What follows belongs to an exercise in optimizing a design on an open flow for small area, a short achievable clock period and few clock cycles per item; a production flow would make more cautious choices.
Function was checked by simulation only, so behaviour that the tests miss may differ from the original.

==> flow/design.v (outline; a module is shown in full before it is edited, if it fits) <==
// module add_sk: 31 lines
// module div_iter: 19 lines
// module mul_tree: 1608 lines
// module mult_div_unit: 197 lines
module mult_div_unit #(
  parameter int MUL_LAT = md_pkg::MUL_LAT_DEF
) (
  input  logic        clk,
  input  logic        rst_n,
  input  logic        start,
  input  logic        hilo,
  input  logic        we,
  input  logic [1:0]  op,
  input  logic        madd,
  input  logic [31:0] src_a,
  input  logic [31:0] src_b,
  output logic        busy,
  output logic [31:0] hi,
  output logic [31:0] lo,
  output logic [31:0] rd_data
);
  // ...
==> flow/flow/run.sh <==
#!/bin/bash
# The standard layout, with the ports buffered by buf_2 cells instead of the delay
# buffers buffer_ports picks by default.  Everything else is the standard flow.
set -e
export BUFFER_PORTS_ARGS="-buffer_cell sky130_fd_sc_hd__buf_2"
bash standard.sh > standard.log 2>&1
==> flow/standard.sh <==
#!/bin/bash
# synth_recipe.tcl (not shown) runs the flow's synth.tcl, then flattens the netlist and writes it again
# the make line also repeats each setting of config.mk as NAME=value (left out here)
make -C /OpenROAD-flow-scripts/flow DESIGN_CONFIG=/design/flow/config.mk WORK_HOME=/design/flow/orfs CLKGATE_MAP_FILE= SYNTH_SCRIPT=/design/flow/synth_recipe.tcl "${@:-finish}"
==> flow/config.mk <==
export PLATFORM = sky130hd
export DESIGN_NAME = mult_div_unit
export DESIGN_NICKNAME = mult_div_unit
export VERILOG_FILES = /design/flow/design.v
export SDC_FILE = /design/flow/constraint.sdc
export NUM_CORES = 4
export LEC_CHECK = 0
export CAP_MARGIN = 20
export CORE_MARGIN = 2
export CORE_UTILIZATION = 40
export SETUP_SLACK_MARGIN = 4.0
export SLEW_MARGIN = 20
==> flow/constraint.sdc <==
create_clock -name core_clock -period 13.0 [get_ports {clk}]
set_input_delay 2.6000 -clock core_clock [delete_from_list [all_inputs] [get_ports {clk}]]
set_output_delay 2.6000 -clock core_clock [all_outputs]
set_load 0.01 [all_outputs]
==> results.ini, run 1 <==
[status]
outcome=finished clean

[global_route]
grt_pass1_wl_um=237000
grt.overflow.total=0
grtUsageMet1_pct=47.0
grt_usage_pct=37.5
grt_start_max_net_pins=67

[finish]
multiInputGateArea_um2=28800
clkbuf_count=17
instances_no_fill=5469
nonClkBufAreaFrac_pct=8.10

[min_path]
min_to=hi_q[2]

[floorplan]
pin_count=169

[clocking]
cts_buffers=17
cts_tree=done
cts.htree.levels=4
cts.clk_slew.worst_paths_ns=0.07
cts_root_buf=clkbuf_16

[setup_path]
crit_top_cell=mux2_2
regToRegSetupSlack_ns=4.00
worst-path-max-fanout=13
worstPathRequired_ns=13.31
cp-endpoint=hi_q[16]

[sta]
slew_viol_final=0

[synthesis]
netlist_instances=4286
async_flop_share_pct=45.5
synth_most_common_cell=inv_1
synth_cell_types=98
synth-compound-area-share_pct=26.4
yosys_warnings=4

[placed_design]
pre_cts_slack_ns=2.08
post-dp-hpwl_um=124000
gp_congestion=1.12

[detailed_routing]
avgViaCountPerCell=6.66

Testbench counts, summed over its fixed seeds: cycles 4,322, ops 1,920.
==> module mul_tree, before the edit <==
module mul_tree (
  input  logic [32:0] a_ext,    
  input  logic [16:0] bx,       
  input  logic [35:0] opu,      
  input  logic [19:0] inj,      
  output logic [51:0] vs,
  output logic [51:0] vc
);
  logic [7:0] bneg, bone, btwo;
  logic [33:0] pp0;
  logic [33:0] pp1;
  logic [33:0] pp2;
  logic [33:0] pp3;
  logic [33:0] pp4;
  logic [33:0] pp5;
  logic [33:0] pp6;
  logic [33:0] pp7;
  logic [33:0] am1, am2;
  assign am1 = {a_ext[32], a_ext};
  assign am2 = {a_ext, 1'b0};
  for (genvar j = 0; j < 8; j++) begin : g_booth
    logic [33:0] r;
    assign bneg[j] = bx[2*j+2] & ~(bx[2*j+1] & bx[2*j]);
    assign bone[j] = bx[2*j+1] ^ bx[2*j];
    assign btwo[j] = (bx[2*j+2] & ~bx[2*j+1] & ~bx[2*j]) | (~bx[2*j+2] & bx[2*j+1] & bx[2*j]);
    assign r = (({34{bone[j]}} & am1) | ({34{btwo[j]}} & am2)) ^ {34{bneg[j]}};
  end
  assign pp0 = {~g_booth[0].r[33], g_booth[0].r[32:0]};
  assign pp1 = {~g_booth[1].r[33], g_booth[1].r[32:0]};
  assign pp2 = {~g_booth[2].r[33], g_booth[2].r[32:0]};
  assign pp3 = {~g_booth[3].r[33], g_booth[3].r[32:0]};
  assign pp4 = {~g_booth[4].r[33], g_booth[4].r[32:0]};
  assign pp5 = {~g_booth[5].r[33], g_booth[5].r[32:0]};
  assign pp6 = {~g_booth[6].r[33], g_booth[6].r[32:0]};
  assign pp7 = {~g_booth[7].r[33], g_booth[7].r[32:0]};
  logic hs1;
  logic hc2;
  logic hs3;
  logic hc4;
  logic hs5;
  logic hc6;
  logic hs7;
  logic hc8;
  logic hs9;
  logic hc10;
  logic hs11;
  logic hc12;
  logic hs13;
  logic hc14;
  logic hs15;
  logic hc16;
  logic hs17;
  logic hc18;
  logic hs19;
  logic hc20;
  logic hs21;
  logic hc22;
  logic hs23;
  logic hc24;
  logic hs25;
  logic hc26;
  logic hs27;
  logic hc28;
  logic hs29;
  logic hc30;
  logic hs31;
  logic hc32;
  logic hs33;
  logic hc34;
  logic hs35;
  logic hc36;
  logic fx37;
  logic fs38;
  logic fc39;
  logic fx40;
  logic fs41;
  logic fc42;
  logic hs43;
  logic hc44;
  logic hs45;
  logic hc46;
  logic hs47;
  logic hc48;
  logic hs49;
  logic hc50;
  logic fx51;
  logic fs52;
  logic fc53;
  logic hs54;
  logic hc55;
  logic fx56;
  logic fs57;
  logic fc58;
  logic hs59;
  logic hc60;
  logic fx61;
  logic fs62;
  logic fc63;
  logic fx64;
  logic fs65;
  logic fc66;
  logic hs67;
  logic hc68;
  logic fx69;
  logic fs70;
  logic fc71;
  logic fx72;
  logic fs73;
  logic fc74;
  logic hs75;
  logic hc76;
  logic fx77;
  logic fs78;
  logic fc79;
  logic fx80;
  logic fs81;
  logic fc82;
  logic fx83;
  logic fs84;
  logic fc85;
  logic fx86;
  logic fs87;
  logic fc88;
  logic fx89;
  logic fs90;
  logic fc91;
  logic fx92;
  logic fs93;
  logic fc94;
  logic fx95;
  logic fs96;
  logic fc97;
  logic fx98;
  logic fs99;
  logic fc100;
  logic fx101;
  logic fs102;
  logic fc103;
  logic fx104;
  logic fs105;
  logic fc106;
  logic fx107;
  logic fs108;
  logic fc109;
  logic fx110;
  logic fs111;
  logic fc112;
  logic fx113;
  logic fs114;
  logic fc115;
  logic fx116;
  logic fs117;
  logic fc118;
  logic fx119;
  logic fs120;
  logic fc121;
  logic fx122;
  logic fs123;
  logic fc124;
  logic fx125;
  logic fs126;
  logic fc127;
  logic fx128;
  logic fs129;
  logic fc130;
  logic fx131;
  logic fs132;
  logic fc133;
  logic fx134;
  logic fs135;
  logic fc136;
  logic fx137;
  logic fs138;
  logic fc139;
  logic fx140;
  logic fs141;
  logic fc142;
  logic fx143;
  logic fs144;
  logic fc145;
  logic fx146;
  logic fs147;
  logic fc148;
  logic fx149;
  logic fs150;
  logic fc151;
  logic fx152;
  logic fs153;
  logic fc154;
  logic fx155;
  logic fs156;
  logic fc157;
  logic fx158;
  logic fs159;
  logic fc160;
  logic fx161;
  logic fs162;
  logic fc163;
  logic fx164;
  logic fs165;
  logic fc166;
  logic fx167;
  logic fs168;
  logic fc169;
  logic fx170;
  logic fs171;
  logic fc172;
  logic fx173;
  logic fs174;
  logic fc175;
  logic fx176;
  logic fs177;
  logic fc178;
  logic fx179;
  logic fs180;
  logic fc181;
  logic fx182;
  logic fs183;
  logic fc184;
  logic fx185;
  logic fs186;
  logic fc187;
  logic fx188;
  logic fs189;
  logic fc190;
  logic fx191;
  logic fs192;
  logic fc193;
  logic fx194;
  logic fs195;
  logic fc196;
  logic fx197;
  logic fs198;
  logic fc199;
  logic fx200;
  logic fs201;
  logic fc202;
  logic fx203;
  logic fs204;
  logic fc205;
  logic fx206;
  logic fs207;
  logic fc208;
  logic fx209;
  logic fs210;
  logic fc211;
  logic fx212;
  logic fs213;
  logic fc214;
  logic fx215;
  logic fs216;
  logic fc217;
  logic fx218;
  logic fs219;
  logic fc220;
  logic fx221;
  logic fs222;
  logic fc223;
  logic fx224;
  logic fs225;
  logic fc226;
  logic fx227;
  logic fs228;
  logic fc229;
  logic fx230;
  logic fs231;
  logic fc232;
  logic fx233;
  logic fs234;
  logic fc235;
  logic fx236;
  logic fs237;
  logic fc238;
  logic fx239;
  logic fs240;
  logic fc241;
  logic fx242;
  logic fs243;
  logic fc244;
  logic fx245;
  logic fs246;
  logic fc247;
  logic fx248;
  logic fs249;
  logic fc250;
  logic fx251;
  logic fs252;
  logic fc253;
  logic fx254;
  logic fs255;
  logic fc256;
  logic fx257;
  logic fs258;
  logic fc259;
  logic fx260;
  logic fs261;
  logic fc262;
  logic fx263;
  logic fs264;
  logic fc265;
  logic fx266;
  logic fs267;
  logic fc268;
  logic fx269;
  logic fs270;
  logic fc271;
  logic fx272;
  logic fs273;
  logic fc274;
  logic fx275;
  logic fs276;
  logic fc277;
  logic fx278;
  logic fs279;
  logic fc280;
  logic hs281;
  logic hc282;
  logic fx283;
  logic fs284;
  logic fc285;
  logic fx286;
  logic fs287;
  logic fc288;
  logic fx289;
  logic fs290;
  logic fc291;
  logic hs292;
  logic hc293;
  logic hs294;
  logic hc295;
  logic hs296;
  logic hc297;
  logic fx298;
  logic fs299;
  logic fc300;
  logic hs301;
  logic hc302;
  logic fx303;
  logic fs304;
  logic fc305;
  logic hs306;
  logic hc307;
  logic fx308;
  logic fs309;
  logic fc310;
  logic fx311;
  logic fs312;
  logic fc313;
  logic fx314;
  logic fs315;
  logic fc316;
  logic fx317;
  logic fs318;
  logic fc319;
  logic fx320;
  logic fs321;
  logic fc322;
  logic fx323;
  logic fs324;
  logic fc325;
  logic fx326;
  logic fs327;
  logic fc328;
  logic fx329;
  logic fs330;
  logic fc331;
  logic fx332;
  logic fs333;
  logic fc334;
  logic fx335;
  logic fs336;
  logic fc337;
  logic fx338;
  logic fs339;
  logic fc340;
  logic fx341;
  logic fs342;
  logic fc343;
  logic fx344;
  logic fs345;
  logic fc346;
  logic fx347;
  logic fs348;
  logic fc349;
  logic fx350;
  logic fs351;
  logic fc352;
  logic fx353;
  logic fs354;
  logic fc355;
  logic fx356;
  logic fs357;
  logic fc358;
  logic fx359;
  logic fs360;
  logic fc361;
  logic fx362;
  logic fs363;
  logic fc364;
  logic fx365;
  logic fs366;
  logic fc367;
  logic fx368;
  logic fs369;
  logic fc370;
  logic fx371;
  logic fs372;
  logic fc373;
  logic fx374;
  logic fs375;
  logic fc376;
  logic fx377;
  logic fs378;
  logic fc379;
  logic fx380;
  logic fs381;
  logic fc382;
  logic fx383;
  logic fs384;
  logic fc385;
  logic fx386;
  logic fs387;
  logic fc388;
  logic fx389;
  logic fs390;
  logic fc391;
  logic fx392;
  logic fs393;
  logic fc394;
  logic fx395;
  logic fs396;
  logic fc397;
  logic fx398;
  logic fs399;
  logic fc400;
  logic fx401;
  logic fs402;
  logic fc403;
  logic fx404;
  logic fs405;
  logic fc406;
  logic fx407;
  logic fs408;
  logic fc409;
  logic fx410;
  logic fs411;
  logic fc412;
  logic fx413;
  logic fs414;
  logic fc415;
  logic fx416;
  logic fs417;
  logic fc418;
  logic fx419;
  logic fs420;
  logic fc421;
  logic fx422;
  logic fs423;
  logic fc424;
  logic fx425;
  logic fs426;
  logic fc427;
  logic fx428;
  logic fs429;
  logic fc430;
  logic fx431;
  logic fs432;
  logic fc433;
  logic fx434;
  logic fs435;
  logic fc436;
  logic fx437;
  logic fs438;
  logic fc439;
  logic fx440;
  logic fs441;
  logic fc442;
  logic fx443;
  logic fs444;
  logic fc445;
  logic fx446;
  logic fs447;
  logic fc448;
  logic fx449;
  logic fs450;
  logic fc451;
  logic fx452;
  logic fs453;
  logic fc454;
  logic fx455;
  logic fs456;
  logic fc457;
  logic fx458;
  logic fs459;
  logic fc460;
  logic fx461;
  logic fs462;
  logic fc463;
  logic fx464;
  logic fs465;
  logic fc466;
  logic fx467;
  logic fs468;
  logic fc469;
  logic fx470;
  logic fs471;
  logic fc472;
  logic fx473;
  logic fs474;
  logic fc475;
  logic fx476;
  logic fs477;
  logic fc478;
  logic fx479;
  logic fs480;
  logic fc481;
  logic fx482;
  logic fs483;
  logic fc484;
  logic fx485;
  logic fs486;
  logic fc487;
  logic fx488;
  logic fs489;
  logic fc490;
  logic fx491;
  logic fs492;
  logic fc493;
  logic fx494;
  logic fs495;
  logic fc496;
  logic fx497;
  logic fs498;
  logic fc499;
  logic fx500;
  logic fs501;
  logic fc502;
  logic fx503;
  logic fs504;
  logic fc505;
  logic fx506;
  logic fs507;
  logic fc508;
  logic hs509;
  logic hc510;
  logic fx511;
  logic fs512;
  logic fc513;
  logic hs514;
  logic hc515;
  logic hs516;
  logic hc517;
  logic hs518;
  logic hc519;
  logic fx520;
  logic fs521;
  logic fc522;
  logic fx523;
  logic fs524;
  logic fc525;
  logic fx526;
  logic fs527;
  logic fc528;
  logic fx529;
  logic fs530;
  logic fc531;
  logic fx532;
  logic fs533;
  logic fc534;
  logic fx535;
  logic fs536;
  logic fc537;
  logic fx538;
  logic fs539;
  logic fc540;
  logic fx541;
  logic fs542;
  logic fc543;
  logic fx544;
  logic fs545;
  logic fc546;
  logic fx547;
  logic fs548;
  logic fc549;
  logic fx550;
  logic fs551;
  logic fc552;
  logic fx553;
  logic fs554;
  logic fc555;
  logic fx556;
  logic fs557;
  logic fc558;
  logic fx559;
  logic fs560;
  logic fc561;
  logic fx562;
  logic fs563;
  logic fc564;
  logic fx565;
  logic fs566;
  logic fc567;
  logic fx568;
  logic fs569;
  logic fc570;
  logic fx571;
  logic fs572;
  logic fc573;
  logic fx574;
  logic fs575;
  logic fc576;
  logic fx577;
  logic fs578;
  logic fc579;
  logic fx580;
  logic fs581;
  logic fc582;
  logic fx583;
  logic fs584;
  logic fc585;
  logic fx586;
  logic fs587;
  logic fc588;
  logic fx589;
  logic fs590;
  logic fc591;
  logic fx592;
  logic fs593;
  logic fc594;
  logic fx595;
  logic fs596;
  logic fc597;
  logic fx598;
  logic fs599;
  logic fc600;
  logic fx601;
  logic fs602;
  logic fc603;
  logic fx604;
  logic fs605;
  logic fc606;
  logic fx607;
  logic fs608;
  logic fc609;
  logic fx610;
  logic fs611;
  logic fc612;
  logic fx613;
  logic fs614;
  logic fc615;
  logic fx616;
  logic fs617;
  logic fc618;
  logic fx619;
  logic fs620;
  logic fc621;
  logic fx622;
  logic fs623;
  logic fc624;
  logic fx625;
  logic fs626;
  logic fc627;
  logic fx628;
  logic fs629;
  logic fc630;
  logic fx631;
  logic fs632;
  logic fc633;
  logic fx634;
  logic fs635;
  logic fc636;
  logic fx637;
  logic fs638;
  logic fc639;
  logic fx640;
  logic fs641;
  logic fc642;
  logic hs643;
  logic hc644;
  logic hs645;
  logic hc646;
  logic hs647;
  logic hc648;
  logic fx649;
  logic fs650;
  logic fc651;
  logic fx652;
  logic fs653;
  logic fc654;
  logic fx655;
  logic fs656;
  logic fc657;
  logic fx658;
  logic fs659;
  logic fc660;
  logic fx661;
  logic fs662;
  logic fc663;
  logic fx664;
  logic fs665;
  logic fc666;
  logic fx667;
  logic fs668;
  logic fc669;
  logic fx670;
  logic fs671;
  logic fc672;
  logic fx673;
  logic fs674;
  logic fc675;
  logic fx676;
  logic fs677;
  logic fc678;
  logic fx679;
  logic fs680;
  logic fc681;
  logic fx682;
  logic fs683;
  logic fc684;
  logic fx685;
  logic fs686;
  logic fc687;
  logic fx688;
  logic fs689;
  logic fc690;
  logic fx691;
  logic fs692;
  logic fc693;
  logic fx694;
  logic fs695;
  logic fc696;
  logic fx697;
  logic fs698;
  logic fc699;
  logic fx700;
  logic fs701;
  logic fc702;
  logic fx703;
  logic fs704;
  logic fc705;
  logic fx706;
  logic fs707;
  logic fc708;
  logic fx709;
  logic fs710;
  logic fc711;
  logic fx712;
  logic fs713;
  logic fc714;
  logic fx715;
  logic fs716;
  logic fc717;
  logic fx718;
  logic fs719;
  logic fc720;
  logic fx721;
  logic fs722;
  logic fc723;
  logic fx724;
  logic fs725;
  logic fc726;
  logic fx727;
  logic fs728;
  logic fc729;
  logic fx730;
  logic fs731;
  logic fc732;
  logic fx733;
  logic fs734;
  logic fc735;
  logic fx736;
  logic fs737;
  logic fc738;
  logic fx739;
  logic fs740;
  logic fc741;
  logic fx742;
  logic fs743;
  logic fc744;
  logic fx745;
  logic fs746;
  logic fc747;
  logic fx748;
  logic fs749;
  logic fc750;
  logic fx751;
  logic fs752;
  logic fc753;
  logic fx754;
  logic fs755;
  logic fc756;
  logic fx757;
  logic fs758;
  logic fc759;
  logic fx760;
  logic fs761;
  logic fc762;
  logic fx763;
  logic fs764;
  logic fc765;
  logic fx766;
  logic fs767;
  logic fc768;
  logic fx769;
  logic fs770;
  logic fc771;
  logic fx772;
  logic fs773;
  logic fc774;
  logic fx775;
  logic fs776;
  logic fc777;
  logic fx778;
  logic fs779;
  logic fc780;
  logic fx781;
  logic fs782;
  logic fc783;
  logic hs784;
  logic hc785;
  assign hs1 = pp0[14] ^ pp1[12];
  assign hc2 = pp0[14] & pp1[12];
  assign hs3 = pp0[15] ^ pp1[13];
  assign hc4 = pp0[15] & pp1[13];
  assign hs5 = pp0[16] ^ pp1[14];
  assign hc6 = pp0[16] & pp1[14];
  assign hs7 = pp0[17] ^ pp1[15];
  assign hc8 = pp0[17] & pp1[15];
  assign hs9 = pp0[18] ^ pp1[16];
  assign hc10 = pp0[18] & pp1[16];
  assign hs11 = pp0[19] ^ pp1[17];
  assign hc12 = pp0[19] & pp1[17];
  assign hs13 = pp0[20] ^ pp1[18];
  assign hc14 = pp0[20] & pp1[18];
  assign hs15 = pp0[21] ^ pp1[19];
  assign hc16 = pp0[21] & pp1[19];
  assign hs17 = pp0[22] ^ pp1[20];
  assign hc18 = pp0[22] & pp1[20];
  assign hs19 = pp0[23] ^ pp1[21];
  assign hc20 = pp0[23] & pp1[21];
  assign hs21 = pp0[24] ^ pp1[22];
  assign hc22 = pp0[24] & pp1[22];
  assign hs23 = pp0[25] ^ pp1[23];
  assign hc24 = pp0[25] & pp1[23];
  assign hs25 = pp0[26] ^ pp1[24];
  assign hc26 = pp0[26] & pp1[24];
  assign hs27 = pp0[27] ^ pp1[25];
  assign hc28 = pp0[27] & pp1[25];
  assign hs29 = pp0[28] ^ pp1[26];
  assign hc30 = pp0[28] & pp1[26];
  assign hs31 = pp0[29] ^ pp1[27];
  assign hc32 = pp0[29] & pp1[27];
  assign hs33 = pp0[30] ^ pp1[28];
  assign hc34 = pp0[30] & pp1[28];
  assign hs35 = pp0[31] ^ pp1[29];
  assign hc36 = pp0[31] & pp1[29];
  assign fx37 = pp0[32] ^ pp1[30];
  assign fs38 = fx37 ^ pp2[28];
  assign fc39 = (pp0[32] & pp1[30]) | (pp2[28] & fx37);
  assign fx40 = pp0[33] ^ pp1[31];
  assign fs41 = fx40 ^ pp2[29];
  assign fc42 = (pp0[33] & pp1[31]) | (pp2[29] & fx40);
  assign hs43 = pp1[32] ^ pp2[30];
  assign hc44 = pp1[32] & pp2[30];
  assign hs45 = pp1[33] ^ pp2[31];
  assign hc46 = pp1[33] & pp2[31];
  assign hs47 = pp0[8] ^ pp1[6];
  assign hc48 = pp0[8] & pp1[6];
  assign hs49 = pp0[9] ^ pp1[7];
  assign hc50 = pp0[9] & pp1[7];
  assign fx51 = pp0[10] ^ pp1[8];
  assign fs52 = fx51 ^ pp2[6];
  assign fc53 = (pp0[10] & pp1[8]) | (pp2[6] & fx51);
  assign hs54 = pp3[4] ^ pp4[2];
  assign hc55 = pp3[4] & pp4[2];
  assign fx56 = pp0[11] ^ pp1[9];
  assign fs57 = fx56 ^ pp2[7];
  assign fc58 = (pp0[11] & pp1[9]) | (pp2[7] & fx56);
  assign hs59 = pp3[5] ^ pp4[3];
  assign hc60 = pp3[5] & pp4[3];
  assign fx61 = pp0[12] ^ pp1[10];
  assign fs62 = fx61 ^ pp2[8];
  assign fc63 = (pp0[12] & pp1[10]) | (pp2[8] & fx61);
  assign fx64 = pp3[6] ^ pp4[4];
  assign fs65 = fx64 ^ pp5[2];
  assign fc66 = (pp3[6] & pp4[4]) | (pp5[2] & fx64);
  assign hs67 = pp6[0] ^ bneg[6];
  assign hc68 = pp6[0] & bneg[6];
  assign fx69 = pp0[13] ^ pp1[11];
  assign fs70 = fx69 ^ pp2[9];
  assign fc71 = (pp0[13] & pp1[11]) | (pp2[9] & fx69);
  assign fx72 = pp3[7] ^ pp4[5];
  assign fs73 = fx72 ^ pp5[3];
  assign fc74 = (pp3[7] & pp4[5]) | (pp5[3] & fx72);
  assign hs75 = pp6[1] ^ opu[13];
  assign hc76 = pp6[1] & opu[13];
  assign fx77 = hs1 ^ pp2[10];
  assign fs78 = fx77 ^ pp3[8];
  assign fc79 = (hs1 & pp2[10]) | (pp3[8] & fx77);
  assign fx80 = pp4[6] ^ pp5[4];
  assign fs81 = fx80 ^ pp6[2];
  assign fc82 = (pp4[6] & pp5[4]) | (pp6[2] & fx80);
  assign fx83 = pp7[0] ^ bneg[7];
  assign fs84 = fx83 ^ opu[14];
  assign fc85 = (pp7[0] & bneg[7]) | (opu[14] & fx83);
  assign fx86 = hc2 ^ hs3;
  assign fs87 = fx86 ^ pp2[11];
  assign fc88 = (hc2 & hs3) | (pp2[11] & fx86);
  assign fx89 = pp3[9] ^ pp4[7];
  assign fs90 = fx89 ^ pp5[5];
  assign fc91 = (pp3[9] & pp4[7]) | (pp5[5] & fx89);
  assign fx92 = pp6[3] ^ pp7[1];
  assign fs93 = fx92 ^ opu[15];
  assign fc94 = (pp6[3] & pp7[1]) | (opu[15] & fx92);
  assign fx95 = hc4 ^ hs5;
  assign fs96 = fx95 ^ pp2[12];
  assign fc97 = (hc4 & hs5) | (pp2[12] & fx95);
  assign fx98 = pp3[10] ^ pp4[8];
  assign fs99 = fx98 ^ pp5[6];
  assign fc100 = (pp3[10] & pp4[8]) | (pp5[6] & fx98);
  assign fx101 = pp6[4] ^ pp7[2];
  assign fs102 = fx101 ^ opu[16];
  assign fc103 = (pp6[4] & pp7[2]) | (opu[16] & fx101);
  assign fx104 = hc6 ^ hs7;
  assign fs105 = fx104 ^ pp2[13];
  assign fc106 = (hc6 & hs7) | (pp2[13] & fx104);
  assign fx107 = pp3[11] ^ pp4[9];
  assign fs108 = fx107 ^ pp5[7];
  assign fc109 = (pp3[11] & pp4[9]) | (pp5[7] & fx107);
  assign fx110 = pp6[5] ^ pp7[3];
  assign fs111 = fx110 ^ opu[17];
  assign fc112 = (pp6[5] & pp7[3]) | (opu[17] & fx110);
  assign fx113 = hc8 ^ hs9;
  assign fs114 = fx113 ^ pp2[14];
  assign fc115 = (hc8 & hs9) | (pp2[14] & fx113);
  assign fx116 = pp3[12] ^ pp4[10];
  assign fs117 = fx116 ^ pp5[8];
  assign fc118 = (pp3[12] & pp4[10]) | (pp5[8] & fx116);
  assign fx119 = pp6[6] ^ pp7[4];
  assign fs120 = fx119 ^ opu[18];
  assign fc121 = (pp6[6] & pp7[4]) | (opu[18] & fx119);
  assign fx122 = hc10 ^ hs11;
  assign fs123 = fx122 ^ pp2[15];
  assign fc124 = (hc10 & hs11) | (pp2[15] & fx122);
  assign fx125 = pp3[13] ^ pp4[11];
  assign fs126 = fx125 ^ pp5[9];
  assign fc127 = (pp3[13] & pp4[11]) | (pp5[9] & fx125);
  assign fx128 = pp6[7] ^ pp7[5];
  assign fs129 = fx128 ^ opu[19];
  assign fc130 = (pp6[7] & pp7[5]) | (opu[19] & fx128);
  assign fx131 = hc12 ^ hs13;
  assign fs132 = fx131 ^ pp2[16];
  assign fc133 = (hc12 & hs13) | (pp2[16] & fx131);
  assign fx134 = pp3[14] ^ pp4[12];
  assign fs135 = fx134 ^ pp5[10];
  assign fc136 = (pp3[14] & pp4[12]) | (pp5[10] & fx134);
  assign fx137 = pp6[8] ^ pp7[6];
  assign fs138 = fx137 ^ opu[20];
  assign fc139 = (pp6[8] & pp7[6]) | (opu[20] & fx137);
  assign fx140 = hc14 ^ hs15;
  assign fs141 = fx140 ^ pp2[17];
  assign fc142 = (hc14 & hs15) | (pp2[17] & fx140);
  assign fx143 = pp3[15] ^ pp4[13];
  assign fs144 = fx143 ^ pp5[11];
  assign fc145 = (pp3[15] & pp4[13]) | (pp5[11] & fx143);
  assign fx146 = pp6[9] ^ pp7[7];
  assign fs147 = fx146 ^ opu[21];
  assign fc148 = (pp6[9] & pp7[7]) | (opu[21] & fx146);
  assign fx149 = hc16 ^ hs17;
  assign fs150 = fx149 ^ pp2[18];
  assign fc151 = (hc16 & hs17) | (pp2[18] & fx149);
  assign fx152 = pp3[16] ^ pp4[14];
  assign fs153 = fx152 ^ pp5[12];
  assign fc154 = (pp3[16] & pp4[14]) | (pp5[12] & fx152);
  assign fx155 = pp6[10] ^ pp7[8];
  assign fs156 = fx155 ^ opu[22];
  assign fc157 = (pp6[10] & pp7[8]) | (opu[22] & fx155);
  assign fx158 = hc18 ^ hs19;
  assign fs159 = fx158 ^ pp2[19];
  assign fc160 = (hc18 & hs19) | (pp2[19] & fx158);
  assign fx161 = pp3[17] ^ pp4[15];
  assign fs162 = fx161 ^ pp5[13];
  assign fc163 = (pp3[17] & pp4[15]) | (pp5[13] & fx161);
  assign fx164 = pp6[11] ^ pp7[9];
  assign fs165 = fx164 ^ opu[23];
  assign fc166 = (pp6[11] & pp7[9]) | (opu[23] & fx164);
  assign fx167 = hc20 ^ hs21;
  assign fs168 = fx167 ^ pp2[20];
  assign fc169 = (hc20 & hs21) | (pp2[20] & fx167);
  assign fx170 = pp3[18] ^ pp4[16];
  assign fs171 = fx170 ^ pp5[14];
  assign fc172 = (pp3[18] & pp4[16]) | (pp5[14] & fx170);
  assign fx173 = pp6[12] ^ pp7[10];
  assign fs174 = fx173 ^ opu[24];
  assign fc175 = (pp6[12] & pp7[10]) | (opu[24] & fx173);
  assign fx176 = hc22 ^ hs23;
  assign fs177 = fx176 ^ pp2[21];
  assign fc178 = (hc22 & hs23) | (pp2[21] & fx176);
  assign fx179 = pp3[19] ^ pp4[17];
  assign fs180 = fx179 ^ pp5[15];
  assign fc181 = (pp3[19] & pp4[17]) | (pp5[15] & fx179);
  assign fx182 = pp6[13] ^ pp7[11];
  assign fs183 = fx182 ^ opu[25];
  assign fc184 = (pp6[13] & pp7[11]) | (opu[25] & fx182);
  assign fx185 = hc24 ^ hs25;
  assign fs186 = fx185 ^ pp2[22];
  assign fc187 = (hc24 & hs25) | (pp2[22] & fx185);
  assign fx188 = pp3[20] ^ pp4[18];
  assign fs189 = fx188 ^ pp5[16];
  assign fc190 = (pp3[20] & pp4[18]) | (pp5[16] & fx188);
  assign fx191 = pp6[14] ^ pp7[12];
  assign fs192 = fx191 ^ opu[26];
  assign fc193 = (pp6[14] & pp7[12]) | (opu[26] & fx191);
  assign fx194 = hc26 ^ hs27;
  assign fs195 = fx194 ^ pp2[23];
  assign fc196 = (hc26 & hs27) | (pp2[23] & fx194);
  assign fx197 = pp3[21] ^ pp4[19];
  assign fs198 = fx197 ^ pp5[17];
  assign fc199 = (pp3[21] & pp4[19]) | (pp5[17] & fx197);
  assign fx200 = pp6[15] ^ pp7[13];
  assign fs201 = fx200 ^ opu[27];
  assign fc202 = (pp6[15] & pp7[13]) | (opu[27] & fx200);
  assign fx203 = hc28 ^ hs29;
  assign fs204 = fx203 ^ pp2[24];
  assign fc205 = (hc28 & hs29) | (pp2[24] & fx203);
  assign fx206 = pp3[22] ^ pp4[20];
  assign fs207 = fx206 ^ pp5[18];
  assign fc208 = (pp3[22] & pp4[20]) | (pp5[18] & fx206);
  assign fx209 = pp6[16] ^ pp7[14];
  assign fs210 = fx209 ^ opu[28];
  assign fc211 = (pp6[16] & pp7[14]) | (opu[28] & fx209);
  assign fx212 = hc30 ^ hs31;
  assign fs213 = fx212 ^ pp2[25];
  assign fc214 = (hc30 & hs31) | (pp2[25] & fx212);
  assign fx215 = pp3[23] ^ pp4[21];
  assign fs216 = fx215 ^ pp5[19];
  assign fc217 = (pp3[23] & pp4[21]) | (pp5[19] & fx215);
  assign fx218 = pp6[17] ^ pp7[15];
  assign fs219 = fx218 ^ opu[29];
  assign fc220 = (pp6[17] & pp7[15]) | (opu[29] & fx218);
  assign fx221 = hc32 ^ hs33;
  assign fs222 = fx221 ^ pp2[26];
  assign fc223 = (hc32 & hs33) | (pp2[26] & fx221);
  assign fx224 = pp3[24] ^ pp4[22];
  assign fs225 = fx224 ^ pp5[20];
  assign fc226 = (pp3[24] & pp4[22]) | (pp5[20] & fx224);
  assign fx227 = pp6[18] ^ pp7[16];
  assign fs228 = fx227 ^ opu[30];
  assign fc229 = (pp6[18] & pp7[16]) | (opu[30] & fx227);
  assign fx230 = hc34 ^ hs35;
  assign fs231 = fx230 ^ pp2[27];
  assign fc232 = (hc34 & hs35) | (pp2[27] & fx230);
  assign fx233 = pp3[25] ^ pp4[23];
  assign fs234 = fx233 ^ pp5[21];
  assign fc235 = (pp3[25] & pp4[23]) | (pp5[21] & fx233);
  assign fx236 = pp6[19] ^ pp7[17];
  assign fs237 = fx236 ^ opu[31];
  assign fc238 = (pp6[19] & pp7[17]) | (opu[31] & fx236);
  assign fx239 = hc36 ^ fs38;
  assign fs240 = fx239 ^ pp3[26];
  assign fc241 = (hc36 & fs38) | (pp3[26] & fx239);
  assign fx242 = pp4[24] ^ pp5[22];
  assign fs243 = fx242 ^ pp6[20];
  assign fc244 = (pp4[24] & pp5[22]) | (pp6[20] & fx242);
  assign fx245 = pp7[18] ^ opu[32];
  assign fs246 = fx245 ^ inj[0];
  assign fc247 = (pp7[18] & opu[32]) | (inj[0] & fx245);
  assign fx248 = fc39 ^ fs41;
  assign fs249 = fx248 ^ pp3[27];
  assign fc250 = (fc39 & fs41) | (pp3[27] & fx248);
  assign fx251 = pp4[25] ^ pp5[23];
  assign fs252 = fx251 ^ pp6[21];
  assign fc253 = (pp4[25] & pp5[23]) | (pp6[21] & fx251);
  assign fx254 = pp7[19] ^ opu[33];
  assign fs255 = fx254 ^ inj[1];
  assign fc256 = (pp7[19] & opu[33]) | (inj[1] & fx254);
  assign fx257 = fc42 ^ hs43;
  assign fs258 = fx257 ^ pp3[28];
  assign fc259 = (fc42 & hs43) | (pp3[28] & fx257);
  assign fx260 = pp4[26] ^ pp5[24];
  assign fs261 = fx260 ^ pp6[22];
  assign fc262 = (pp4[26] & pp5[24]) | (pp6[22] & fx260);
  assign fx263 = pp7[20] ^ opu[34];
  assign fs264 = fx263 ^ inj[2];
  assign fc265 = (pp7[20] & opu[34]) | (inj[2] & fx263);
  assign fx266 = hc44 ^ hs45;
  assign fs267 = fx266 ^ pp3[29];
  assign fc268 = (hc44 & hs45) | (pp3[29] & fx266);
  assign fx269 = pp4[27] ^ pp5[25];
  assign fs270 = fx269 ^ pp6[23];
  assign fc271 = (pp4[27] & pp5[25]) | (pp6[23] & fx269);
  assign fx272 = pp7[21] ^ opu[35];
  assign fs273 = fx272 ^ inj[3];
  assign fc274 = (pp7[21] & opu[35]) | (inj[3] & fx272);
  assign fx275 = hc46 ^ pp2[32];
  assign fs276 = fx275 ^ pp3[30];
  assign fc277 = (hc46 & pp2[32]) | (pp3[30] & fx275);
  assign fx278 = pp4[28] ^ pp5[26];
  assign fs279 = fx278 ^ pp6[24];
  assign fc280 = (pp4[28] & pp5[26]) | (pp6[24] & fx278);
  assign hs281 = pp7[22] ^ inj[4];
  assign hc282 = pp7[22] & inj[4];
  assign fx283 = pp2[33] ^ pp3[31];
  assign fs284 = fx283 ^ pp4[29];
  assign fc285 = (pp2[33] & pp3[31]) | (pp4[29] & fx283);
  assign fx286 = pp5[27] ^ pp6[25];
  assign fs287 = fx286 ^ pp7[23];
  assign fc288 = (pp5[27] & pp6[25]) | (pp7[23] & fx286);
  assign fx289 = pp3[32] ^ pp4[30];
  assign fs290 = fx289 ^ pp5[28];
  assign fc291 = (pp3[32] & pp4[30]) | (pp5[28] & fx289);
  assign hs292 = pp3[33] ^ pp4[31];
  assign hc293 = pp3[33] & pp4[31];
  assign hs294 = pp0[4] ^ pp1[2];
  assign hc295 = pp0[4] & pp1[2];
  assign hs296 = pp0[5] ^ pp1[3];
  assign hc297 = pp0[5] & pp1[3];
  assign fx298 = pp0[6] ^ pp1[4];
  assign fs299 = fx298 ^ pp2[2];
  assign fc300 = (pp0[6] & pp1[4]) | (pp2[2] & fx298);
  assign hs301 = pp3[0] ^ bneg[3];
  assign hc302 = pp3[0] & bneg[3];
  assign fx303 = pp0[7] ^ pp1[5];
  assign fs304 = fx303 ^ pp2[3];
  assign fc305 = (pp0[7] & pp1[5]) | (pp2[3] & fx303);
  assign hs306 = pp3[1] ^ opu[7];
  assign hc307 = pp3[1] & opu[7];
  assign fx308 = hs47 ^ pp2[4];
  assign fs309 = fx308 ^ pp3[2];
  assign fc310 = (hs47 & pp2[4]) | (pp3[2] & fx308);
  assign fx311 = pp4[0] ^ bneg[4];
  assign fs312 = fx311 ^ opu[8];
  assign fc313 = (pp4[0] & bneg[4]) | (opu[8] & fx311);
  assign fx314 = hc48 ^ hs49;
  assign fs315 = fx314 ^ pp2[5];
  assign fc316 = (hc48 & hs49) | (pp2[5] & fx314);
  assign fx317 = pp3[3] ^ pp4[1];
  assign fs318 = fx317 ^ opu[9];
  assign fc319 = (pp3[3] & pp4[1]) | (opu[9] & fx317);
  assign fx320 = hc50 ^ fs52;
  assign fs321 = fx320 ^ hs54;
  assign fc322 = (hc50 & fs52) | (hs54 & fx320);
  assign fx323 = pp5[0] ^ bneg[5];
  assign fs324 = fx323 ^ opu[10];
  assign fc325 = (pp5[0] & bneg[5]) | (opu[10] & fx323);
  assign fx326 = fc53 ^ hc55;
  assign fs327 = fx326 ^ fs57;
  assign fc328 = (fc53 & hc55) | (fs57 & fx326);
  assign fx329 = hs59 ^ pp5[1];
  assign fs330 = fx329 ^ opu[11];
  assign fc331 = (hs59 & pp5[1]) | (opu[11] & fx329);
  assign fx332 = fc58 ^ hc60;
  assign fs333 = fx332 ^ fs62;
  assign fc334 = (fc58 & hc60) | (fs62 & fx332);
  assign fx335 = fs65 ^ hs67;
  assign fs336 = fx335 ^ opu[12];
  assign fc337 = (fs65 & hs67) | (opu[12] & fx335);
  assign fx338 = fc63 ^ fc66;
  assign fs339 = fx338 ^ hc68;
  assign fc340 = (fc63 & fc66) | (hc68 & fx338);
  assign fx341 = fs70 ^ fs73;
  assign fs342 = fx341 ^ hs75;
  assign fc343 = (fs70 & fs73) | (hs75 & fx341);
  assign fx344 = fc71 ^ fc74;
  assign fs345 = fx344 ^ hc76;
  assign fc346 = (fc71 & fc74) | (hc76 & fx344);
  assign fx347 = fs78 ^ fs81;
  assign fs348 = fx347 ^ fs84;
  assign fc349 = (fs78 & fs81) | (fs84 & fx347);
  assign fx350 = fc79 ^ fc82;
  assign fs351 = fx350 ^ fc85;
  assign fc352 = (fc79 & fc82) | (fc85 & fx350);
  assign fx353 = fs87 ^ fs90;
  assign fs354 = fx353 ^ fs93;
  assign fc355 = (fs87 & fs90) | (fs93 & fx353);
  assign fx356 = fc88 ^ fc91;
  assign fs357 = fx356 ^ fc94;
  assign fc358 = (fc88 & fc91) | (fc94 & fx356);
  assign fx359 = fs96 ^ fs99;
  assign fs360 = fx359 ^ fs102;
  assign fc361 = (fs96 & fs99) | (fs102 & fx359);
  assign fx362 = fc97 ^ fc100;
  assign fs363 = fx362 ^ fc103;
  assign fc364 = (fc97 & fc100) | (fc103 & fx362);
  assign fx365 = fs105 ^ fs108;
  assign fs366 = fx365 ^ fs111;
  assign fc367 = (fs105 & fs108) | (fs111 & fx365);
  assign fx368 = fc106 ^ fc109;
  assign fs369 = fx368 ^ fc112;
  assign fc370 = (fc106 & fc109) | (fc112 & fx368);
  assign fx371 = fs114 ^ fs117;
  assign fs372 = fx371 ^ fs120;
  assign fc373 = (fs114 & fs117) | (fs120 & fx371);
  assign fx374 = fc115 ^ fc118;
  assign fs375 = fx374 ^ fc121;
  assign fc376 = (fc115 & fc118) | (fc121 & fx374);
  assign fx377 = fs123 ^ fs126;
  assign fs378 = fx377 ^ fs129;
  assign fc379 = (fs123 & fs126) | (fs129 & fx377);
  assign fx380 = fc124 ^ fc127;
  assign fs381 = fx380 ^ fc130;
  assign fc382 = (fc124 & fc127) | (fc130 & fx380);
  assign fx383 = fs132 ^ fs135;
  assign fs384 = fx383 ^ fs138;
  assign fc385 = (fs132 & fs135) | (fs138 & fx383);
  assign fx386 = fc133 ^ fc136;
  assign fs387 = fx386 ^ fc139;
  assign fc388 = (fc133 & fc136) | (fc139 & fx386);
  assign fx389 = fs141 ^ fs144;
  assign fs390 = fx389 ^ fs147;
  assign fc391 = (fs141 & fs144) | (fs147 & fx389);
  assign fx392 = fc142 ^ fc145;
  assign fs393 = fx392 ^ fc148;
  assign fc394 = (fc142 & fc145) | (fc148 & fx392);
  assign fx395 = fs150 ^ fs153;
  assign fs396 = fx395 ^ fs156;
  assign fc397 = (fs150 & fs153) | (fs156 & fx395);
  assign fx398 = fc151 ^ fc154;
  assign fs399 = fx398 ^ fc157;
  assign fc400 = (fc151 & fc154) | (fc157 & fx398);
  assign fx401 = fs159 ^ fs162;
  assign fs402 = fx401 ^ fs165;
  assign fc403 = (fs159 & fs162) | (fs165 & fx401);
  assign fx404 = fc160 ^ fc163;
  assign fs405 = fx404 ^ fc166;
  assign fc406 = (fc160 & fc163) | (fc166 & fx404);
  assign fx407 = fs168 ^ fs171;
  assign fs408 = fx407 ^ fs174;
  assign fc409 = (fs168 & fs171) | (fs174 & fx407);
  assign fx410 = fc169 ^ fc172;
  assign fs411 = fx410 ^ fc175;
  assign fc412 = (fc169 & fc172) | (fc175 & fx410);
  assign fx413 = fs177 ^ fs180;
  assign fs414 = fx413 ^ fs183;
  assign fc415 = (fs177 & fs180) | (fs183 & fx413);
  assign fx416 = fc178 ^ fc181;
  assign fs417 = fx416 ^ fc184;
  assign fc418 = (fc178 & fc181) | (fc184 & fx416);
  assign fx419 = fs186 ^ fs189;
  assign fs420 = fx419 ^ fs192;
  assign fc421 = (fs186 & fs189) | (fs192 & fx419);
  assign fx422 = fc187 ^ fc190;
  assign fs423 = fx422 ^ fc193;
  assign fc424 = (fc187 & fc190) | (fc193 & fx422);
  assign fx425 = fs195 ^ fs198;
  assign fs426 = fx425 ^ fs201;
  assign fc427 = (fs195 & fs198) | (fs201 & fx425);
  assign fx428 = fc196 ^ fc199;
  assign fs429 = fx428 ^ fc202;
  assign fc430 = (fc196 & fc199) | (fc202 & fx428);
  assign fx431 = fs204 ^ fs207;
  assign fs432 = fx431 ^ fs210;
  assign fc433 = (fs204 & fs207) | (fs210 & fx431);
  assign fx434 = fc205 ^ fc208;
  assign fs435 = fx434 ^ fc211;
  assign fc436 = (fc205 & fc208) | (fc211 & fx434);
  assign fx437 = fs213 ^ fs216;
  assign fs438 = fx437 ^ fs219;
  assign fc439 = (fs213 & fs216) | (fs219 & fx437);
  assign fx440 = fc214 ^ fc217;
  assign fs441 = fx440 ^ fc220;
  assign fc442 = (fc214 & fc217) | (fc220 & fx440);
  assign fx443 = fs222 ^ fs225;
  assign fs444 = fx443 ^ fs228;
  assign fc445 = (fs222 & fs225) | (fs228 & fx443);
  assign fx446 = fc223 ^ fc226;
  assign fs447 = fx446 ^ fc229;
  assign fc448 = (fc223 & fc226) | (fc229 & fx446);
  assign fx449 = fs231 ^ fs234;
  assign fs450 = fx449 ^ fs237;
  assign fc451 = (fs231 & fs234) | (fs237 & fx449);
  assign fx452 = fc232 ^ fc235;
  assign fs453 = fx452 ^ fc238;
  assign fc454 = (fc232 & fc235) | (fc238 & fx452);
  assign fx455 = fs240 ^ fs243;
  assign fs456 = fx455 ^ fs246;
  assign fc457 = (fs240 & fs243) | (fs246 & fx455);
  assign fx458 = fc241 ^ fc244;
  assign fs459 = fx458 ^ fc247;
  assign fc460 = (fc241 & fc244) | (fc247 & fx458);
  assign fx461 = fs249 ^ fs252;
  assign fs462 = fx461 ^ fs255;
  assign fc463 = (fs249 & fs252) | (fs255 & fx461);
  assign fx464 = fc250 ^ fc253;
  assign fs465 = fx464 ^ fc256;
  assign fc466 = (fc250 & fc253) | (fc256 & fx464);
  assign fx467 = fs258 ^ fs261;
  assign fs468 = fx467 ^ fs264;
  assign fc469 = (fs258 & fs261) | (fs264 & fx467);
  assign fx470 = fc259 ^ fc262;
  assign fs471 = fx470 ^ fc265;
  assign fc472 = (fc259 & fc262) | (fc265 & fx470);
  assign fx473 = fs267 ^ fs270;
  assign fs474 = fx473 ^ fs273;
  assign fc475 = (fs267 & fs270) | (fs273 & fx473);
  assign fx476 = fc268 ^ fc271;
  assign fs477 = fx476 ^ fc274;
  assign fc478 = (fc268 & fc271) | (fc274 & fx476);
  assign fx479 = fs276 ^ fs279;
  assign fs480 = fx479 ^ hs281;
  assign fc481 = (fs276 & fs279) | (hs281 & fx479);
  assign fx482 = fc277 ^ fc280;
  assign fs483 = fx482 ^ hc282;
  assign fc484 = (fc277 & fc280) | (hc282 & fx482);
  assign fx485 = fs284 ^ fs287;
  assign fs486 = fx485 ^ inj[5];
  assign fc487 = (fs284 & fs287) | (inj[5] & fx485);
  assign fx488 = fc285 ^ fc288;
  assign fs489 = fx488 ^ fs290;
  assign fc490 = (fc285 & fc288) | (fs290 & fx488);
  assign fx491 = pp6[26] ^ pp7[24];
  assign fs492 = fx491 ^ inj[6];
  assign fc493 = (pp6[26] & pp7[24]) | (inj[6] & fx491);
  assign fx494 = fc291 ^ hs292;
  assign fs495 = fx494 ^ pp5[29];
  assign fc496 = (fc291 & hs292) | (pp5[29] & fx494);
  assign fx497 = pp6[27] ^ pp7[25];
  assign fs498 = fx497 ^ inj[7];
  assign fc499 = (pp6[27] & pp7[25]) | (inj[7] & fx497);
  assign fx500 = hc293 ^ pp4[32];
  assign fs501 = fx500 ^ pp5[30];
  assign fc502 = (hc293 & pp4[32]) | (pp5[30] & fx500);
  assign fx503 = pp6[28] ^ pp7[26];
  assign fs504 = fx503 ^ inj[8];
  assign fc505 = (pp6[28] & pp7[26]) | (inj[8] & fx503);
  assign fx506 = pp4[33] ^ pp5[31];
  assign fs507 = fx506 ^ pp6[29];
  assign fc508 = (pp4[33] & pp5[31]) | (pp6[29] & fx506);
  assign hs509 = pp7[27] ^ inj[9];
  assign hc510 = pp7[27] & inj[9];
  assign fx511 = pp5[32] ^ pp6[30];
  assign fs512 = fx511 ^ pp7[28];
  assign fc513 = (pp5[32] & pp6[30]) | (pp7[28] & fx511);
  assign hs514 = pp5[33] ^ pp6[31];
  assign hc515 = pp5[33] & pp6[31];
  assign hs516 = pp0[2] ^ pp1[0];
  assign hc517 = pp0[2] & pp1[0];
  assign hs518 = pp0[3] ^ pp1[1];
  assign hc519 = pp0[3] & pp1[1];
  assign fx520 = hs294 ^ pp2[0];
  assign fs521 = fx520 ^ bneg[2];
  assign fc522 = (hs294 & pp2[0]) | (bneg[2] & fx520);
  assign fx523 = hc295 ^ hs296;
  assign fs524 = fx523 ^ pp2[1];
  assign fc525 = (hc295 & hs296) | (pp2[1] & fx523);
  assign fx526 = hc297 ^ fs299;
  assign fs527 = fx526 ^ hs301;
  assign fc528 = (hc297 & fs299) | (hs301 & fx526);
  assign fx529 = fc300 ^ hc302;
  assign fs530 = fx529 ^ fs304;
  assign fc531 = (fc300 & hc302) | (fs304 & fx529);
  assign fx532 = fc305 ^ hc307;
  assign fs533 = fx532 ^ fs309;
  assign fc534 = (fc305 & hc307) | (fs309 & fx532);
  assign fx535 = fc310 ^ fc313;
  assign fs536 = fx535 ^ fs315;
  assign fc537 = (fc310 & fc313) | (fs315 & fx535);
  assign fx538 = fc316 ^ fc319;
  assign fs539 = fx538 ^ fs321;
  assign fc540 = (fc316 & fc319) | (fs321 & fx538);
  assign fx541 = fc322 ^ fc325;
  assign fs542 = fx541 ^ fs327;
  assign fc543 = (fc322 & fc325) | (fs327 & fx541);
  assign fx544 = fc328 ^ fc331;
  assign fs545 = fx544 ^ fs333;
  assign fc546 = (fc328 & fc331) | (fs333 & fx544);
  assign fx547 = fc334 ^ fc337;
  assign fs548 = fx547 ^ fs339;
  assign fc549 = (fc334 & fc337) | (fs339 & fx547);
  assign fx550 = fc340 ^ fc343;
  assign fs551 = fx550 ^ fs345;
  assign fc552 = (fc340 & fc343) | (fs345 & fx550);
  assign fx553 = fc346 ^ fc349;
  assign fs554 = fx553 ^ fs351;
  assign fc555 = (fc346 & fc349) | (fs351 & fx553);
  assign fx556 = fc352 ^ fc355;
  assign fs557 = fx556 ^ fs357;
  assign fc558 = (fc352 & fc355) | (fs357 & fx556);
  assign fx559 = fc358 ^ fc361;
  assign fs560 = fx559 ^ fs363;
  assign fc561 = (fc358 & fc361) | (fs363 & fx559);
  assign fx562 = fc364 ^ fc367;
  assign fs563 = fx562 ^ fs369;
  assign fc564 = (fc364 & fc367) | (fs369 & fx562);
  assign fx565 = fc370 ^ fc373;
  assign fs566 = fx565 ^ fs375;
  assign fc567 = (fc370 & fc373) | (fs375 & fx565);
  assign fx568 = fc376 ^ fc379;
  assign fs569 = fx568 ^ fs381;
  assign fc570 = (fc376 & fc379) | (fs381 & fx568);
  assign fx571 = fc382 ^ fc385;
  assign fs572 = fx571 ^ fs387;
  assign fc573 = (fc382 & fc385) | (fs387 & fx571);
  assign fx574 = fc388 ^ fc391;
  assign fs575 = fx574 ^ fs393;
  assign fc576 = (fc388 & fc391) | (fs393 & fx574);
  assign fx577 = fc394 ^ fc397;
  assign fs578 = fx577 ^ fs399;
  assign fc579 = (fc394 & fc397) | (fs399 & fx577);
  assign fx580 = fc400 ^ fc403;
  assign fs581 = fx580 ^ fs405;
  assign fc582 = (fc400 & fc403) | (fs405 & fx580);
  assign fx583 = fc406 ^ fc409;
  assign fs584 = fx583 ^ fs411;
  assign fc585 = (fc406 & fc409) | (fs411 & fx583);
  assign fx586 = fc412 ^ fc415;
  assign fs587 = fx586 ^ fs417;
  assign fc588 = (fc412 & fc415) | (fs417 & fx586);
  assign fx589 = fc418 ^ fc421;
  assign fs590 = fx589 ^ fs423;
  assign fc591 = (fc418 & fc421) | (fs423 & fx589);
  assign fx592 = fc424 ^ fc427;
  assign fs593 = fx592 ^ fs429;
  assign fc594 = (fc424 & fc427) | (fs429 & fx592);
  assign fx595 = fc430 ^ fc433;
  assign fs596 = fx595 ^ fs435;
  assign fc597 = (fc430 & fc433) | (fs435 & fx595);
  assign fx598 = fc436 ^ fc439;
  assign fs599 = fx598 ^ fs441;
  assign fc600 = (fc436 & fc439) | (fs441 & fx598);
  assign fx601 = fc442 ^ fc445;
  assign fs602 = fx601 ^ fs447;
  assign fc603 = (fc442 & fc445) | (fs447 & fx601);
  assign fx604 = fc448 ^ fc451;
  assign fs605 = fx604 ^ fs453;
  assign fc606 = (fc448 & fc451) | (fs453 & fx604);
  assign fx607 = fc454 ^ fc457;
  assign fs608 = fx607 ^ fs459;
  assign fc609 = (fc454 & fc457) | (fs459 & fx607);
  assign fx610 = fc460 ^ fc463;
  assign fs611 = fx610 ^ fs465;
  assign fc612 = (fc460 & fc463) | (fs465 & fx610);
  assign fx613 = fc466 ^ fc469;
  assign fs614 = fx613 ^ fs471;
  assign fc615 = (fc466 & fc469) | (fs471 & fx613);
  assign fx616 = fc472 ^ fc475;
  assign fs617 = fx616 ^ fs477;
  assign fc618 = (fc472 & fc475) | (fs477 & fx616);
  assign fx619 = fc478 ^ fc481;
  assign fs620 = fx619 ^ fs483;
  assign fc621 = (fc478 & fc481) | (fs483 & fx619);
  assign fx622 = fc484 ^ fc487;
  assign fs623 = fx622 ^ fs489;
  assign fc624 = (fc484 & fc487) | (fs489 & fx622);
  assign fx625 = fc490 ^ fc493;
  assign fs626 = fx625 ^ fs495;
  assign fc627 = (fc490 & fc493) | (fs495 & fx625);
  assign fx628 = fc496 ^ fc499;
  assign fs629 = fx628 ^ fs501;
  assign fc630 = (fc496 & fc499) | (fs501 & fx628);
  assign fx631 = fc502 ^ fc505;
  assign fs632 = fx631 ^ fs507;
  assign fc633 = (fc502 & fc505) | (fs507 & fx631);
  assign fx634 = fc508 ^ hc510;
  assign fs635 = fx634 ^ fs512;
  assign fc636 = (fc508 & hc510) | (fs512 & fx634);
  assign fx637 = fc513 ^ hs514;
  assign fs638 = fx637 ^ pp7[29];
  assign fc639 = (fc513 & hs514) | (pp7[29] & fx637);
  assign fx640 = hc515 ^ pp6[32];
  assign fs641 = fx640 ^ pp7[30];
  assign fc642 = (hc515 & pp6[32]) | (pp7[30] & fx640);
  assign hs643 = pp6[33] ^ pp7[31];
  assign hc644 = pp6[33] & pp7[31];
  assign hs645 = pp0[0] ^ bneg[0];
  assign hc646 = pp0[0] & bneg[0];
  assign hs647 = pp0[1] ^ opu[1];
  assign hc648 = pp0[1] & opu[1];
  assign fx649 = hs516 ^ bneg[1];
  assign fs650 = fx649 ^ opu[2];
  assign fc651 = (hs516 & bneg[1]) | (opu[2] & fx649);
  assign fx652 = hc517 ^ hs518;
  assign fs653 = fx652 ^ opu[3];
  assign fc654 = (hc517 & hs518) | (opu[3] & fx652);
  assign fx655 = hc519 ^ fs521;
  assign fs656 = fx655 ^ opu[4];
  assign fc657 = (hc519 & fs521) | (opu[4] & fx655);
  assign fx658 = fc522 ^ fs524;
  assign fs659 = fx658 ^ opu[5];
  assign fc660 = (fc522 & fs524) | (opu[5] & fx658);
  assign fx661 = fc525 ^ fs527;
  assign fs662 = fx661 ^ opu[6];
  assign fc663 = (fc525 & fs527) | (opu[6] & fx661);
  assign fx664 = fc528 ^ fs530;
  assign fs665 = fx664 ^ hs306;
  assign fc666 = (fc528 & fs530) | (hs306 & fx664);
  assign fx667 = fc531 ^ fs533;
  assign fs668 = fx667 ^ fs312;
  assign fc669 = (fc531 & fs533) | (fs312 & fx667);
  assign fx670 = fc534 ^ fs536;
  assign fs671 = fx670 ^ fs318;
  assign fc672 = (fc534 & fs536) | (fs318 & fx670);
  assign fx673 = fc537 ^ fs539;
  assign fs674 = fx673 ^ fs324;
  assign fc675 = (fc537 & fs539) | (fs324 & fx673);
  assign fx676 = fc540 ^ fs542;
  assign fs677 = fx676 ^ fs330;
  assign fc678 = (fc540 & fs542) | (fs330 & fx676);
  assign fx679 = fc543 ^ fs545;
  assign fs680 = fx679 ^ fs336;
  assign fc681 = (fc543 & fs545) | (fs336 & fx679);
  assign fx682 = fc546 ^ fs548;
  assign fs683 = fx682 ^ fs342;
  assign fc684 = (fc546 & fs548) | (fs342 & fx682);
  assign fx685 = fc549 ^ fs551;
  assign fs686 = fx685 ^ fs348;
  assign fc687 = (fc549 & fs551) | (fs348 & fx685);
  assign fx688 = fc552 ^ fs554;
  assign fs689 = fx688 ^ fs354;
  assign fc690 = (fc552 & fs554) | (fs354 & fx688);
  assign fx691 = fc555 ^ fs557;
  assign fs692 = fx691 ^ fs360;
  assign fc693 = (fc555 & fs557) | (fs360 & fx691);
  assign fx694 = fc558 ^ fs560;
  assign fs695 = fx694 ^ fs366;
  assign fc696 = (fc558 & fs560) | (fs366 & fx694);
  assign fx697 = fc561 ^ fs563;
  assign fs698 = fx697 ^ fs372;
  assign fc699 = (fc561 & fs563) | (fs372 & fx697);
  assign fx700 = fc564 ^ fs566;
  assign fs701 = fx700 ^ fs378;
  assign fc702 = (fc564 & fs566) | (fs378 & fx700);
  assign fx703 = fc567 ^ fs569;
  assign fs704 = fx703 ^ fs384;
  assign fc705 = (fc567 & fs569) | (fs384 & fx703);
  assign fx706 = fc570 ^ fs572;
  assign fs707 = fx706 ^ fs390;
  assign fc708 = (fc570 & fs572) | (fs390 & fx706);
  assign fx709 = fc573 ^ fs575;
  assign fs710 = fx709 ^ fs396;
  assign fc711 = (fc573 & fs575) | (fs396 & fx709);
  assign fx712 = fc576 ^ fs578;
  assign fs713 = fx712 ^ fs402;
  assign fc714 = (fc576 & fs578) | (fs402 & fx712);
  assign fx715 = fc579 ^ fs581;
  assign fs716 = fx715 ^ fs408;
  assign fc717 = (fc579 & fs581) | (fs408 & fx715);
  assign fx718 = fc582 ^ fs584;
  assign fs719 = fx718 ^ fs414;
  assign fc720 = (fc582 & fs584) | (fs414 & fx718);
  assign fx721 = fc585 ^ fs587;
  assign fs722 = fx721 ^ fs420;
  assign fc723 = (fc585 & fs587) | (fs420 & fx721);
  assign fx724 = fc588 ^ fs590;
  assign fs725 = fx724 ^ fs426;
  assign fc726 = (fc588 & fs590) | (fs426 & fx724);
  assign fx727 = fc591 ^ fs593;
  assign fs728 = fx727 ^ fs432;
  assign fc729 = (fc591 & fs593) | (fs432 & fx727);
  assign fx730 = fc594 ^ fs596;
  assign fs731 = fx730 ^ fs438;
  assign fc732 = (fc594 & fs596) | (fs438 & fx730);
  assign fx733 = fc597 ^ fs599;
  assign fs734 = fx733 ^ fs444;
  assign fc735 = (fc597 & fs599) | (fs444 & fx733);
  assign fx736 = fc600 ^ fs602;
  assign fs737 = fx736 ^ fs450;
  assign fc738 = (fc600 & fs602) | (fs450 & fx736);
  assign fx739 = fc603 ^ fs605;
  assign fs740 = fx739 ^ fs456;
  assign fc741 = (fc603 & fs605) | (fs456 & fx739);
  assign fx742 = fc606 ^ fs608;
  assign fs743 = fx742 ^ fs462;
  assign fc744 = (fc606 & fs608) | (fs462 & fx742);
  assign fx745 = fc609 ^ fs611;
  assign fs746 = fx745 ^ fs468;
  assign fc747 = (fc609 & fs611) | (fs468 & fx745);
  assign fx748 = fc612 ^ fs614;
  assign fs749 = fx748 ^ fs474;
  assign fc750 = (fc612 & fs614) | (fs474 & fx748);
  assign fx751 = fc615 ^ fs617;
  assign fs752 = fx751 ^ fs480;
  assign fc753 = (fc615 & fs617) | (fs480 & fx751);
  assign fx754 = fc618 ^ fs620;
  assign fs755 = fx754 ^ fs486;
  assign fc756 = (fc618 & fs620) | (fs486 & fx754);
  assign fx757 = fc621 ^ fs623;
  assign fs758 = fx757 ^ fs492;
  assign fc759 = (fc621 & fs623) | (fs492 & fx757);
  assign fx760 = fc624 ^ fs626;
  assign fs761 = fx760 ^ fs498;
  assign fc762 = (fc624 & fs626) | (fs498 & fx760);
  assign fx763 = fc627 ^ fs629;
  assign fs764 = fx763 ^ fs504;
  assign fc765 = (fc627 & fs629) | (fs504 & fx763);
  assign fx766 = fc630 ^ fs632;
  assign fs767 = fx766 ^ hs509;
  assign fc768 = (fc630 & fs632) | (hs509 & fx766);
  assign fx769 = fc633 ^ fs635;
  assign fs770 = fx769 ^ inj[10];
  assign fc771 = (fc633 & fs635) | (inj[10] & fx769);
  assign fx772 = fc636 ^ fs638;
  assign fs773 = fx772 ^ inj[11];
  assign fc774 = (fc636 & fs638) | (inj[11] & fx772);
  assign fx775 = fc639 ^ fs641;
  assign fs776 = fx775 ^ inj[12];
  assign fc777 = (fc639 & fs641) | (inj[12] & fx775);
  assign fx778 = fc642 ^ hs643;
  assign fs779 = fx778 ^ inj[13];
  assign fc780 = (fc642 & hs643) | (inj[13] & fx778);
  assign fx781 = hc644 ^ pp7[32];
  assign fs782 = fx781 ^ inj[14];
  assign fc783 = (hc644 & pp7[32]) | (inj[14] & fx781);
  assign hs784 = pp7[33] ^ inj[15];
  assign hc785 = pp7[33] & inj[15];
  assign vs = {inj[19], inj[18], inj[17], hc785, fc783, fc780, fc777, fc774, fc771, fc768, fc765, fc762, fc759, fc756, fc753, fc750, fc747, fc744, fc741, fc738, fc735, fc732, fc729, fc726, fc723, fc720, fc717, fc714, fc711, fc708, fc705, fc702, fc699, fc696, fc693, fc690, fc687, fc684, fc681, fc678, fc675, fc672, fc669, fc666, fc663, fc660, fc657, fc654, fc651, hc648, hc646, hs645};
  assign vc = {1'b0, 1'b0, 1'b0, inj[16], hs784, fs782, fs779, fs776, fs773, fs770, fs767, fs764, fs761, fs758, fs755, fs752, fs749, fs746, fs743, fs740, fs737, fs734, fs731, fs728, fs725, fs722, fs719, fs716, fs713, fs710, fs707, fs704, fs701, fs698, fs695, fs692, fs689, fs686, fs683, fs680, fs677, fs674, fs671, fs668, fs665, fs662, fs659, fs656, fs653, fs650, hs647, opu[0]};
endmodule
==> run 2: changes to the inputs <==
--- a/flow/design.v
+++ b/flow/design.v
@@ -86,3 +86,3 @@
     assign bone[j] = bx[2*j+1] ^ bx[2*j];
-    assign btwo[j] = (bx[2*j+2] & ~bx[2*j+1] & ~bx[2*j]) | (~bx[2*j+2] & bx[2*j+1] & bx[2*j]);
+    assign btwo[j] = (bx[2*j+2] ^ bx[2*j+1]) & ~(bx[2*j+1] ^ bx[2*j]);
     assign r = (({34{bone[j]}} & am1) | ({34{btwo[j]}} & am2)) ^ {34{bneg[j]}};
--- a/flow/config.mk
+++ b/flow/config.mk
@@ -10,3 +10,3 @@
 export CORE_UTILIZATION = 40
-export SETUP_SLACK_MARGIN = 4.0
+export SETUP_SLACK_MARGIN = 3.5
 export SLEW_MARGIN = 20
==> run 2 against run 1 <==
  * Still clean
  * Synthesized cell count grew 0.14%
  * Fmax shrank 3.9%
  * Die area grew 0.83%
  * Sequential share of layout area grew 0.42 points
  * Flip-flop and latch count is the same
  * Register-to-register slack lost 0.22 ns
  * Non-clock buffer count shrank 77
  * Via count shrank 1.1%
  * Critical endpoint is now u_q[19]
==> results.ini, run 2 <==
[floorplan]
die_w_um=295  ; was 293 um
pin_count=169  ; unchanged
start_util_pct=40.4  ; was 40.2%
die_area_um2=86700  ; was 86000 um^2
num_rows=106  ; unchanged
die_h_um=295  ; was 293 um

[finish]
instances_no_fill=5397  ; was 5469
regMostFlops=u_q  ; unchanged
layout.nets=4813  ; was 4884
area_growth_pct=10.9  ; was 16.8%
largest_reg_flops=36  ; unchanged
multiInputGateArea_um2=28100  ; was 28800 um^2
num-fill-cells=8498  ; was 8203
area.sequential_um2=3660  ; unchanged
utilization_pct=44.8  ; was 46.9%

[sta]
fin_crit_sh_pct=72.0  ; was 69.3%
skew_ns=0.0266  ; was 0.0207 ns
tightest_slew_ns=1.15  ; was 1.23 ns
post-route-min-period_ns=9.37  ; was 9.00 ns
slew_viol_final=0  ; unchanged
hold_viol=0  ; unchanged
setup_viol=0  ; unchanged

[placed_design]
gp_congestion=1.08  ; was 1.12
post-dp-hpwl_um=138000  ; was 124000 um
place_inst=5326  ; was 5308
io_buffers=168  ; unchanged

[synthesis]
synth_fp_nets=4807  ; was 4801
synth_most_common_cell=inv_1  ; unchanged
synth_edf_count=43  ; unchanged
yosys_warnings=4  ; unchanged
synth_area_leaders=fa_1 (15%), xnor2_1 (7.3%), ha_1 (7.3%)  ; was fa_1 (15%), ha_1 (7.3%), xnor2_1 (7.2%)
async_flop_share_pct=45.5  ; unchanged
synth_cell_types=97  ; was 98
ys_seq_area_share_pct=10.9  ; about the same
synthFlopType=dfrtp_1  ; unchanged
ys_seq_elements=145  ; unchanged
synth_commonest_cells=inv_1 (373), nand2_1 (355), clkbuf_1 (301)  ; was inv_1 (377), nand2_1 (374), clkbuf_1 (298)
netlist_instances=4292  ; was 4286
synthesis.area_um2=33800  ; was 33500 um^2
avgSynthCellArea_um2=7.87  ; was 7.81 um^2

[status]
outcome=finished clean  ; unchanged

[detailed_routing]
drt_iter0_markers=5317  ; was 5232
avgViaCountPerCell=6.68  ; was 6.66
drc=0  ; unchanged
drt-total-wl_um=177000  ; was 168000 um
firstDrtPassIters=6  ; was 13
ant_nets=0  ; unchanged

[setup_path]
worst-path-max-fanout=8  ; was 13
endpoint_kind=flop  ; unchanged
worstPathRequired_ns=13.39  ; was 13.31 ns
cpLargestDelayFamily=compound AO/OA/AOI/OAI gates  ; unchanged
critPathSlowestCell=xnor2_1  ; was a221oi_1
crit_top_cell=fa_1  ; was mux2_2
arrival_ns=9.75  ; was 9.31 ns
crit_buf_inv=5  ; was 6

[global_route]
grt_start_max_net_pins=79  ; was 67
grt_pass1_vias=33295  ; was 33820
grt_antenna_before_repair=17  ; was 7
grt_pass1_wl_um=248000  ; was 237000 um
grt_usage_pct=39.7  ; was 37.5%
grt.overflow.total=0  ; unchanged

[clocking]
cts.clk_slew.worst_paths_ns=0.08  ; was 0.07 ns
cts_buffer_depth=2  ; unchanged
cts_tree=done  ; unchanged
cts.htree.levels=4  ; unchanged
cts_sinks=145  ; unchanged
insertion_delay_ns=0.50  ; was 0.47 ns
cts_root_buf=clkbuf_16  ; unchanged
cts_buffers=17  ; unchanged

[run 2: layout make-up]
class / instances / share of cell area, %
timing repair inverter: 1 / 0.0134
tap: 1080 / 3.61
multi-input combinational: 3435 / 75.0
clock buffer: 17 / 1.14
sequential: 145 / 9.79
timing repair buffer: 318 / 6.00
inverter: 380 / 3.83
clock inverter: 15 / 0.572
antenna: 6 / 0.0401
[run 2: what timing repair did]
item | in CTS | in global routing
pin swaps | 1 | 12
resized for setup | 44 | 107
endpoints found under the setup margin | 90 | 83
buffers inserted | 18 | 10
cloned | 1 | 4
[run 2: path summary, 6_finish.rpt]
path                       cells past startpoint  startpoint  slack, ns    endpoint
setup / recovery                              25   src_b[12]       3.63     u_q[19]
hold / removal                                 1  state_q[0]       0.61  state_q[0]
setup reg to reg                              29      a_q[0]       3.78    hi_q[22]
hold reg to reg                                1  state_q[0]       0.61  state_q[0]
max in group asynchronous                      2       rst_n       9.80    hi_q[15]
min in group asynchronous                      1       rst_n       1.92    lo_q[30]
[run 2: kinds of logic (layout without fill, tap and decap cells)]
family | Yosys count | in the layout | share of synthesized area, %
compound gates | 1327 | 1327 | 27.3
buf+inv | 713 | 731 | 7.99
xor+xnor | 509 | 509 | 13.2
fa+ha+maj | 443 | 443 | 21.9
other cells | 0 | 6 | 0
simple gates | 1003 | 1004 | 13.9
mux | 152 | 152 | 4.85
flops | 145 | 145 | 10.9
[run 2: routing by layer]
metal / track usage (%) / wire length [um] / share of wire [%] / vias to the layer above
met4: 25.6 / 13800 / 7.8 / 18
met5: 0 / 133 / 0.075 / -
met3: 9.74 / 21100 / 12 / 519
met2: 57.1 / 72800 / 41 / 2561
li1: - / - / - / 15343
met1: 52.9 / 69100 / 39 / 17615
[run 2: stage by stage]
| stage | instance area [um^2] | setup slack (ns) | hold slack (ns) |
|---|---|---|---|
| CTS | 36800 | 3.48 | 0.626 |
| floorplan | 33800 | 3.51 | 0.527 |
| finish | 37400 | 3.63 | 0.614 |
| detailed placement | 35800 | 1.91 | 0.600 |
| global route | 37400 | 3.42 | 0.664 |
| global placement | 35800 | 2.03 | 0.598 |
Testbench counts of run 2, summed over its fixed seeds: cycles 4,322, ops 1,920.

## afterwards: timing with drivers on the ports
The flow's constraints put no driver on any port. The routed layouts listed below were extracted and timed again, unchanged, in two steps.
Step 1, drivers: a clkbuf_16 drives clk and a buf_2 each remaining input, both assumed.
Step 2 times the ports against the registers' clock, not the clock port: input delays grow and output delays shrink by t, the midpoint of the rising clock arrivals with the driver on.
Three values: ideal ports, drivers, drivers and shift; two values: the first two.
run | t, ns | setup slack, ns
run 1 | 0.522 | 3.997 / 3.997 / 3.529
run 2 | 0.556 | 3.635 / 3.663 / 3.107
After both steps every run listed still meets setup and hold.
